Source: an optimization exercise on an open RTL-to-GDS flow (aim: small area, a short achievable clock period and few clock cycles per item). Production flows keep margins and buffers that such runs may drop. Function was checked by simulation only, so behaviour that the tests miss may differ from the original. Power and IR drop assume default switching activity.

==> design.v <==
package skf_pkg;
  localparam int VAL_W     = 32;    
  localparam int GAIN_W    = 17;    
  localparam int FRAC_BITS = 16;
  localparam logic [VAL_W-1:0] Q_RESET = 32'd1310720;
  localparam logic [VAL_W-1:0] R_RESET = 32'd13107200;
endpackage
import skf_pkg::*;
module scalar_kalman_filter_unit #(
  parameter int SAMPLE_BITS = 16
) (
  input  logic                   clk,
  input  logic                   rst_n,
  input  logic                   in_valid,
  output logic                   in_stall,
  input  logic [SAMPLE_BITS-1:0] in_sample,
  output logic                   out_valid,
  input  logic                   out_stall,
  output logic [VAL_W-1:0]       out_estimate,
  output logic [GAIN_W-1:0]      out_gain,
  input  logic                   cfg_we,
  input  logic [0:0]             cfg_index,
  input  logic [VAL_W-1:0]       cfg_wdata
);
  localparam logic [1:0] PH_IDLE = 2'd0, PH_DIV = 2'd1, PH_E = 2'd2, PH_PEND = 2'd3;
  logic [1:0]  ph_r;
  logic [2:0]  cnt_r;
  logic        out_valid_r;
  logic [31:0] q_r, r_r;
  logic [31:0] x_r;
  logic [16:0] quo_r;
  logic        q16_r;
  logic [48:0] v_r;      
  logic [48:0] t_r;
  logic [32:0] rem_r;
  logic [32:0] den_r;
  logic [32:0] i_r;
  logic        take, step, rz;
  logic [31:0] ppred;
  logic        cin;
  logic [32:0] xn;
  assign rz       = (r_r == '0);
  assign in_stall = !(ph_r == PH_IDLE || ph_r == PH_PEND);
  assign take     = in_valid && !in_stall;
  assign step     = (ph_r == PH_DIV) && !((cnt_r == 3'd0) && out_valid_r && out_stall);
  assign ppred = v_r[48] ? 32'hFFFF_FFFF : v_r[47:16];
  assign cin   = i_r[32] && (t_r[15:0] != '0);
  assign xn    = {x_r[31], x_r} + t_r[48:16] + {32'd0, cin};
  logic [32:0] ia, ib, ic, is_s, is_c, i_n;
  assign ia   = {in_sample[15], in_sample, 16'd0};
  assign ib   = ~{x_r[31], x_r};
  assign ic   = ~t_r[48:16];
  assign is_s = ia ^ ib ^ ic;
  assign is_c = (ia & ib) | (ia & ic) | (ib & ic);
  assign i_n  = is_s + {is_c[31:0], 1'b0} + {31'd0, !cin, cin};
  logic [35:0] r4, s1, s2, s3;
  logic [35:0] d1n, d2n, c3s, c3c;
  logic [1:0]  dig;
  logic [32:0] rem_n;
  assign r4  = {1'b0, rem_r, 2'b00};
  assign d1n = ~{3'b000, den_r};
  assign d2n = ~{2'b00, den_r, 1'b0};
  assign s1  = r4 + d1n + 36'd1;
  assign s2  = r4 + d2n + 36'd1;
  assign c3s = r4 ^ d1n ^ d2n;
  assign c3c = (r4 & d1n) | (r4 & d2n) | (d1n & d2n);
  assign s3  = c3s + {c3c[34:0], 1'b1} + 36'd1;
  always_comb begin
    if (rz)            dig = 2'd0;
    else if (!s3[35])  dig = 2'd3;
    else if (!s2[35])  dig = 2'd2;
    else if (!s1[35])  dig = 2'd1;
    else               dig = 2'd0;
    unique case (dig)
      2'd3:    rem_n = s3[32:0];
      2'd2:    rem_n = s2[32:0];
      2'd1:    rem_n = s1[32:0];
      default: rem_n = r4[32:0];
    endcase
  end
  logic [1:0]  dd;
  logic [48:0] isx, ta, tb, tc, ts, tcy, t_n;
  logic [48:0] wa, wb, wc, wd, w1s, w1c, w2s, w2c, w_n;
  assign dd  = quo_r[1:0];
  assign isx = {{16{i_r[32]}}, i_r};
  assign ta  = {t_r[46:0], 2'b00};
  assign tb  = dd[1] ? {isx[47:0], 1'b0} : '0;
  assign tc  = dd[0] ? isx : '0;
  assign ts  = ta ^ tb ^ tc;
  assign tcy = (ta & tb) | (ta & tc) | (tb & tc);
  assign t_n = ts + {tcy[47:0], 1'b0};
  assign wa  = {v_r[46:0], 2'b00};
  assign wb  = dd[1] ? {16'd0, r_r, 1'b0} : '0;
  assign wc  = dd[0] ? {17'd0, r_r} : '0;
  assign wd  = (ph_r == PH_E) ? {16'd0, rem_r} : '0;
  assign w1s = wa ^ wb ^ wc;
  assign w1c = {((wa & wb) | (wa & wc) | (wb & wc)), 1'b0};
  assign w2s = w1s ^ w1c ^ wd;
  assign w2c = (w1s & w1c) | (w1s & wd) | (w1c & wd);
  assign w_n = w2s + {w2c[47:0], 1'b0};
  always_ff @(posedge clk) begin
    if (!rst_n) begin
      ph_r        <= PH_IDLE;
      cnt_r       <= '0;
      out_valid_r <= 1'b0;
      q_r         <= Q_RESET;
      r_r         <= R_RESET;
      x_r         <= '0;
      t_r         <= '0;
      v_r         <= {1'b0, Q_RESET, 16'd0};
    end else begin
      if (out_valid_r && !out_stall) out_valid_r <= 1'b0;
      unique case (ph_r)
        PH_DIV: if (step) begin
          cnt_r <= cnt_r + 3'd1;
          if (cnt_r == 3'd7) ph_r <= PH_E;
          if (cnt_r == 3'd0) begin
            t_r <= q16_r ? isx : '0;
          end else begin
            t_r <= t_n;
            v_r <= w_n;
          end
        end
        PH_E: begin
          t_r  <= t_n;
          v_r  <= w_n;
          ph_r <= PH_PEND;
        end
        PH_PEND: begin
          x_r         <= xn[31:0];
          t_r         <= '0;
          out_valid_r <= 1'b1;
          ph_r        <= PH_IDLE;
        end
        default: ;
      endcase
      if (take) begin
        ph_r  <= PH_DIV;
        cnt_r <= '0;
        v_r   <= {17'd0, q_r};
      end
      if (cfg_we) begin
        if (cfg_index == 1'b0) begin
          q_r <= cfg_wdata;
          v_r <= {1'b0, cfg_wdata, 16'd0};
        end else begin
          r_r <= cfg_wdata;
          v_r <= {1'b0, q_r, 16'd0};
        end
        x_r <= '0;
        t_r <= '0;
      end
    end
  end
  always_ff @(posedge clk) begin
    if (take) begin
      den_r <= {1'b0, ppred} + {1'b0, r_r};
      rem_r <= rz ? '0 : {1'b0, ppred};
      q16_r <= rz && (ppred != '0);
      i_r   <= i_n;
    end else if (step) begin
      rem_r <= rem_n;
    end
    if (step) begin
      quo_r[15:0] <= {quo_r[13:0], dig};
      if (cnt_r == 3'd0) quo_r[16] <= q16_r;
    end
  end
  assign out_valid    = out_valid_r;
  assign out_estimate = x_r;
  assign out_gain     = quo_r;
endmodule
==> run.sh <==
#!/bin/bash
# synth_recipe.tcl (not shown) runs the flow's synth.tcl, then flattens the netlist and writes it again
# the make line also repeats each setting of config.mk as NAME=value (left out here)
make -C /OpenROAD-flow-scripts/flow DESIGN_CONFIG=/design/flow/config.mk WORK_HOME=/design/flow/orfs CLKGATE_MAP_FILE= SYNTH_SCRIPT=/design/flow/synth_recipe.tcl finish
==> config.mk <==
export PLATFORM = sky130hd
export DESIGN_NAME = scalar_kalman_filter_unit
export DESIGN_NICKNAME = scalar_kalman_filter_unit
export VERILOG_FILES = /design/flow/design.v
export SDC_FILE = /design/flow/constraint.sdc
export NUM_CORES = 4
export LEC_CHECK = 0
export CAP_MARGIN = 20
export CORE_MARGIN = 2
export CORE_UTILIZATION = 40
export SLEW_MARGIN = 20
==> constraint.sdc <==
create_clock -name core_clock -period 8.0 [get_ports {clk}]
set_input_delay 1.6000 -clock core_clock [delete_from_list [all_inputs] [get_ports {clk}]]
set_output_delay 1.6000 -clock core_clock [all_outputs]
set_load 0.01 [all_outputs]
==> flow_summary_export.csv <==
group,metric,value,unit
status,status,"finished clean",
global_route,grt_max_degree,62,
clocking,cts_resized,0,
placement,numPortBuffers,104,
floorplanning,die_area,0.08283,mm^2
global_route,grt_usage,24.11,%
finish,stdcell_count,4866,
clocking,cts_tree,"yes",
placement,gp_congestion,0.9421,
power_and_ir_drop,leakagePower,15.55,nW
placement,dp_hpwl,78.58,mm
setup_path,end_kind,"flop",
setup_path,cp.arrival,5780,ps
synthesis,postSynthCellCount,3736,
setup_path,crit_path_max_incr_delay,530,ps
synthesis,synth.yosys.warnings,1,
hold_path,hold_path_class,"reg2reg",
global_route,grt_pass1_wl,156.5,mm
sta,rsz0062_at_grt,"false",
setup_path,timing.critical_path.buf_inv,2,
sta,hold_viol,0,
sta,slew_headroom,31.79,%
floorplanning,core_area,0.08016,mm^2
sta,finClkSkew,26.36,ps
setup_path,r2r_setup_slack,2700,ps
setup_path,worstPathRequired,8470,ps
detailed_routing,finalWirelength,100.6,mm
clocking,cts_htree_levels,2,
clocking,cts.sinks,317,
sta,tightest_slew,1019,ps
run,cap_violations,0,
clocking,clk_pin_slew,60,ps
clocking,clk_latency,590,ps
detailed_routing,drc,0,
synthesis,synth_nets,4305,
sta,fin_crit,5302,ps
floorplanning,io_pins,105,
power_and_ir_drop,power_density,502.2,mW/mm^2
setup_path,path_class,"reg2reg",
detailed_routing,wl_per_cell,20.68,um
detailed_routing,routed_via_density,5.726,
detailed_routing,first_iter_violations,2065,
global_route,grt_pass1_vias,26770,
clocking,cts_root_buf,"clkbuf_16",
setup_path,crit_family,"compound AO/OA/AOI/OAI gates",
synthesis,synth-edff-count,117,
setup_path,cp_max_fo,41,
placement,dp.cells,4794,
finish,final_nets,4345,
global_route,antenna_found_initial,8,
detailed_routing,dr.pass1.iters,5,
synthesis,ys_seq_area_share,23.33,%
sta,setup_viol,0,
floorplanning,start_util,40.19,%
synthesis,ys.flop_type,"dfxtp_1",
power_and_ir_drop,ir_drop,0.2186,mV
finish,fin_util,44.48,%
finish,drive_gt1_share,4.706,%
synthesis,synthDistinctLibCells,92,
floorplanning,die_h,287.8,um
global_route,grt.overflow.total,0,
synthesis,synth-seq-cells,317,
detailed_routing,vias,27860,
floorplanning,die_x,287.8,um
sta,slew_violations,0,
sta,clock.fmax,188.6,MHz
clocking,cts_hold_repair.buffers,0,
detailed_routing,ant_nets,0,
clocking,post-cts-setup-buffers,0,
floorplanning,placementRows,104,
clocking,numCtsBuffers,40,
sta,fin_tns_setup,0,ps
setup_path,start_kind,"flop",
synthesis,ys_async_sr_fraction,0,%
sta,post-route-period-util,66.28,%
synthesis,avgSynthCellArea,8.623,um^2
clocking,clk_path_buf_depth,3,
setup_path,cp_cell_sequence,"buf_4, nand2_1, fa_1, inv_1, fa_1, fa_1, a21oi_1, o21ai_0, a211oi_1, o21bai_1, a311oi_1, nor2_1, a21oi_1, a21oi_1, nand3_1, xnor2_1, o311a_1",
setup_path,crit_slowest_cell,"fa_1",
synthesis,syn-cell-area,0.03222,mm^2
finish,syn2layout_area_growth,10.66,%
cell usage in the layout (no fill, tap or decap), types with 41 or more instances in the layout:
cell,netlist,routed
nand2_1,363,363
ha_1,353,352
a21oi_1,287,287
nor2_1,240,238
inv_1,222,221
dfxtp_1,200,200
o21ai_0,178,178
and2_1,168,167
fa_1,162,162
xnor2_1,159,159
a21o_1,155,155
edfxtp_1,117,117
clkdlybuf4s50_1,0,101
xor2_1,89,89
a21boi_0,73,73
nand3_1,68,68
nor3_1,58,58
a221oi_1,54,54
mux2i_1,53,53
a31oi_1,44,44
clkbuf_16,0,41
layer usage:
| metal | up-vias | track usage, % | part of all wire (%) |
|---|---|---|---|
| li1 | 13480 | - | - |
| met1 | 13400 | 34.75 | 47 |
| met2 | 840 | 37.67 | 44 |
| met3 | 129 | 3.582 | 6.6 |
| met4 | 6 | 6.010 | 2.3 |
| met5 | - | 0 | 0.034 |
path summary, 6_finish.rpt:
path | depth (start not counted) | to | startpoint
setup reg to reg | 17 | v_r[47] | quo_r[0]
hold / removal | 0 | quo_r[7] | quo_r[5]
setup / recovery | 17 | v_r[47] | quo_r[0]
hold reg to reg | 0 | quo_r[7] | quo_r[5]
cell type report:
type                       count  area, um^2
timing repair buffer         137        1274
multi-input combinational   3057       23360
tap                         1060        1326
fill                        8066       44510
inverter                     223       839.6
antenna                        2       5.005
clock inverter                18       225.2
sequential                   317        7517
clock buffer                  52        1107
report_power, final:
group          switching (W)  total, W  leakage (nW)  internal, W
logic                0.00778    0.0130          12.1      0.00526
clock network       0.000781   0.00189         0.648      0.00111
registers           0.000595   0.00298          2.76      0.00238
total                0.00915    0.0179          15.6      0.00875
through the flow:
step	instance area (um^2)	setup slack, ps	power, W	hold slack [ps]
after detailed placement	34310	2572	0.01577	434.3
after CTS	35650	2754	0.01779	448.5
after global routing	35650	2434	0.01946	458.6
after floorplan	32220	3120	0.01242	417.6
after global placement	34310	2552	0.01580	428.4
final	35650	2698	0.01790	446.8
cells by family (layout without fill, tap and decap cells):
logic type	Yosys count	count (layout)	synth area share, %
adder cells (fa/ha/maj)	515	515	23.78
AO/OA/AOI/OAI	1100	1100	22.66
multiplexers	67	67	2.148
other	0	2	0
buffers and inverters	362	430	4.303
flip-flops	317	317	23.33
AND/OR/NAND/NOR	1127	1127	17.03
XOR/XNOR	248	248	6.742
registers in the layout (all words and copies together), names as in the netlist:
| name | count |
|---|---|
| cnt_r | 3 |
| den_r | 33 |
| i_r | 33 |
| out_valid_r | 1 |
| ph_r | 2 |
| q16_r | 1 |
| q_r | 32 |
| quo_r | 17 |
| r_r | 32 |
| rem_r | 33 |
| t_r | 49 |
| v_r | 49 |
| x_r | 32 |
synthesized netlist by cell type (114+ instances only):
library cell  number  share of area [%]
fa_1             162                 10
inv_1            222                2.6
xnor2_1          159                4.3
a21oi_1          287                4.5
nor2_1           240                2.8
ha_1             353                 14
dfxtp_1          200                 12
o21ai_0          178                2.8
a21o_1           155                3.6
clkbuf_1         114                1.3
and2_1           168                3.3
edfxtp_1         117                 11
nand2_1          363                4.2
worst reg2reg max path: stages (launching register included):
cell and delay, ps:
edfxtp_1 350, buf_4 390, nand2_1 130, fa_1 500, inv_1 60, fa_1 530
fa_1 450, a21oi_1 200, o21ai_0 160, a211oi_1 400, o21bai_1 200, a311oi_1 430
nor2_1 200, a21oi_1 430, a21oi_1 250, nand3_1 170, xnor2_1 80, o311a_1 290
Testbench counts, summed over its fixed seeds: cycles 20,496, items 2,048.

## what the ideal ports hide
In the flow no input, the clock included, has a driving cell. The finished layout below was timed again as built, in two steps.
Step 1: set_driving_cell puts a clkbuf_16 on clk and a buf_2 on each other input, an assumption about the parent block.
Step 2 adds t to the input delays and takes it off the output delays; t is the mean of the earliest and latest rising clock arrival at the registers after step 1. Input paths then give back, and output paths get back, about the clock's delay inside the block.
Three values: no drivers, after step 1, after step 2; two values: the first two.
t (ns): 0.641
setup WS [ns]: 2.698 / 2.698 / 2.488
cell pins on the clock port's net: 1
After both steps setup and hold are still met in this run. The setup slack of this run moves by 0.000 ns with the drivers and by -0.210 ns with both steps.
